From an optimization exercise on the open Yosys and OpenROAD flow, aimed at small area, a short achievable clock period and few clock cycles; shortcuts taken in it are not production practice.
Only simulation tests tie the RTL to the original design; equivalence was not proved.
Power and IR drop assume default switching activity.

Setup of alpha:
==> flow/design.v (excerpt) <==
module row_damage_span_tracker (
    input  logic                          clk,
    input  logic                          rst_n,
    input  logic                          start,
    output logic                          busy,
    input  logic [29:0]                   item,
    output logic                          result_valid,
    output logic [29:0]                   result,
    input  logic                          psel,
    input  logic                          penable,
    input  logic                          pwrite,
    input  logic [rdst_pkg::PADDR_W-1:0]  paddr,
    input  logic [rdst_pkg::DATA_W-1:0]   pwdata,
    output logic [rdst_pkg::DATA_W-1:0]   prdata,
    output logic                          pready
);
Settings: LEC_CHECK=0, ABC_CLOCK_PERIOD_IN_PS=3300, CAP_MARGIN=20, CORE_MARGIN=2, CORE_UTILIZATION=40, SETUP_SLACK_MARGIN=1.5, SLEW_MARGIN=20; clock period 5.0 ns.
run.sh (not shown) runs the stock make flow with config.mk's settings and CLKGATE_MAP_FILE= SYNTH_SCRIPT=/design/flow/synth_recipe.tcl, a recipe that flattens the netlist after the stock synthesis.
Testbench counts of alpha, summed over its fixed seeds: cycles 4,445.
Modified inputs, gamma compared to alpha
# alpha
export LEC_CHECK = 0
export ABC_CLOCK_PERIOD_IN_PS = 3300
export CAP_MARGIN = 20
export CORE_MARGIN = 2
export CORE_UTILIZATION = 40
export SETUP_SLACK_MARGIN = 1.5
export SLEW_MARGIN = 20
create_clock -name core_clock -period 5.0 [get_ports {clk}]
# gamma
export LEC_CHECK = 0
export ABC_CLOCK_PERIOD_IN_PS = 2800
export CAP_MARGIN = 20
export CORE_MARGIN = 2
export CORE_UTILIZATION = 40
export CTS_CLUSTER_DIAMETER = 80
export CTS_CLUSTER_SIZE = 25
export SETUP_SLACK_MARGIN = 2.2
export SLEW_MARGIN = 20
create_clock -name core_clock -period 5.0 [get_ports {clk}]
==> comparison <==
gamma gives more switching part of the total than alpha did.
combinational logic as the highest-power group was reported by gamma, and sequential cells by alpha.
Summary of the comparison: combinational power share is higher in gamma, relative to alpha.
The run showing the greater worst-margin pin slew is gamma.
For gamma, the origin of the worst setup path was o_row[3], unlike alpha, where it was port_oh[41].
Comparing static leakage for alpha and gamma, the bigger number came from gamma.
Hold slack in gamma is 0.054 ns above alpha.

========
row_damage_span_tracker, a different RTL version from the one above (not shown whole).
Size in the first run: roughly 5200 cells after synthesis, ~1800 flip-flops, about 140 I/O pins, roughly 74000 µm² of cells after synthesis.
clock: 5.0 ns
lec_check: 0
abc_clock_period_in_ps: 2700
cap_margin: 10
core_margin: 2
core_utilization: 40
cts_cluster_diameter: 80
cts_cluster_size: 25
setup_slack_margin: 2.3
slew_margin: 10
Testbench counts at the start, summed over its fixed seeds: cycles 4,445.
Then changed:
ABC_AREA = 1   (was unset)
ABC_CLOCK_PERIOD_IN_PS = 2600   (was 2700)
CAP_MARGIN = 20   (was 10)
SETUP_SLACK_MARGIN = 2.4   (was 2.3)
SLEW_MARGIN = 20   (was 10)
After rerunning:
- wire length rose by 6.8%
- global-route usage rose by 0.82 points
- setup slack improves by 150 ps
- clock-buffer cell count decreases by 4
- total power fell by 10%
- cell area increases by about 3%
Then changed:
ABC_AREA = unset   (was 1)
ABC_CLOCK_PERIOD_IN_PS = 2700   (was 2600)
SETUP_SLACK_MARGIN = 2.3   (was 2.4)
TNS_END_PERCENT = 5   (was unset)
Wire length fell by 9.3%.
Final area fell by 5.3%.
Total power rose by 6.6%.
Non-clock buffer count fell by 29.
Via count fell by about 13%.
Maximum frequency fell by about 12%.
Setup slack gets worse by 380 ps.
Then changed:
ABC_AREA = 1   (was unset)
TNS_END_PERCENT = unset   (was 5)
Effect: The new run produced a clean layout. Final cell count climbs by 25%. Sequential cell count is unchanged. Die area climbs by 5.4%. Hold slack is worse by 22 ps. Utilization drops by 0.23 points.

========
the baseline:
row_damage_span_tracker again, from the RTL that the note above started with.
## row_damage_span_tracker
module row_damage_span_tracker (
    input  logic                          clk,
    input  logic                          rst_n,
    input  logic                          start,
    output logic                          busy,
    input  logic [29:0]                   item,
    output logic                          result_valid,
    output logic [29:0]                   result,
    input  logic                          psel,
    input  logic                          penable,
    input  logic                          pwrite,
    input  logic [rdst_pkg::PADDR_W-1:0]  paddr,
    input  logic [rdst_pkg::DATA_W-1:0]   pwdata,
    output logic [rdst_pkg::DATA_W-1:0]   prdata,
    output logic                          pready
);
export LEC_CHECK = 0
export ABC_CLOCK_PERIOD_IN_PS = 2700
export CAP_MARGIN = 20
export CORE_MARGIN = 2
export CORE_UTILIZATION = 55
export CTS_CLUSTER_DIAMETER = 80
export CTS_CLUSTER_SIZE = 25
export SETUP_SLACK_MARGIN = 2.3
export SLEW_MARGIN = 20
create_clock -name core_clock -period 5.0 [get_ports {clk}]
Testbench counts of the baseline, summed over its fixed seeds: cycles 4,445.
Modified inputs, the candidate compared to the baseline
- swapping 55 for 40 in CORE_UTILIZATION
Filler-free cell count of the finished design of the candidate exceeds that of the baseline by a little under 10%.
Summary of the candidate over the baseline: fmax stayed essentially flat; proportion of synthesized chip area in sequential cells stayed essentially flat; global-route wire length before repair fell by 0.33%.

## afterwards: timing with drivers on the ports
The flow's constraints put no driver on any port. The routed layouts listed below were extracted and timed again, unchanged, in two steps.
Step 1 sets driving cells, clkbuf_16 on the clock port and buf_2 on the other inputs (assumed; they add their load-dependent delay and slew).
Step 2 also shifts input and output timing later by t, the mid clock arrival at the registers, as if the neighbouring blocks saw the same clock.
Slacks: ideal / step 1 / step 2; pairs: ideal / step 1.
| run | t (ns) | setup WS [ns] | hold slack, ns | slew at the worst register clock pin (ns) | cell pins on the clock port's net |
|---|---|---|---|---|---|
| alpha | 0.903 | 1.462 / 1.462 / 0.977 | 0.202 / 0.158 / 0.292 | 0.07 / 0.07 | 1 |
| gamma | 0.863 | 1.895 / 1.895 / 1.288 | 0.256 / 0.210 / 0.333 | 0.11 / 0.11 | 1 |
| the first run of note 2 | 0.860 | 2.079 / 2.079 / 1.445 | 0.277 / 0.225 / 0.320 | 0.11 / 0.11 | 1 |
| the second run of note 2 | 0.872 | 2.231 / 2.136 / 1.674 | 0.244 / 0.186 / 0.333 | 0.10 / 0.10 | 1 |
| the third run of note 2 | 0.863 | 1.853 / 1.853 / 1.480 | 0.189 / 0.135 / 0.313 | 0.11 / 0.11 | 1 |
| the fourth run of note 2 | 0.868 | 2.194 / 2.194 / 1.675 | 0.166 / 0.124 / 0.317 | 0.11 / 0.11 | 1 |
| the baseline | 0.834 | 2.079 / 2.079 / 1.595 | 0.178 / 0.129 / 0.329 | 0.11 / 0.11 | 1 |
| the candidate | 0.859 | 2.076 / 2.076 / 1.447 | 0.277 / 0.225 / 0.321 | 0.11 / 0.11 | 1 |
After both steps every run listed still meets setup and hold. The setup slack of the first run of note 2, which loses most, moves by 0.000 ns with the drivers and by -0.634 ns with both steps.
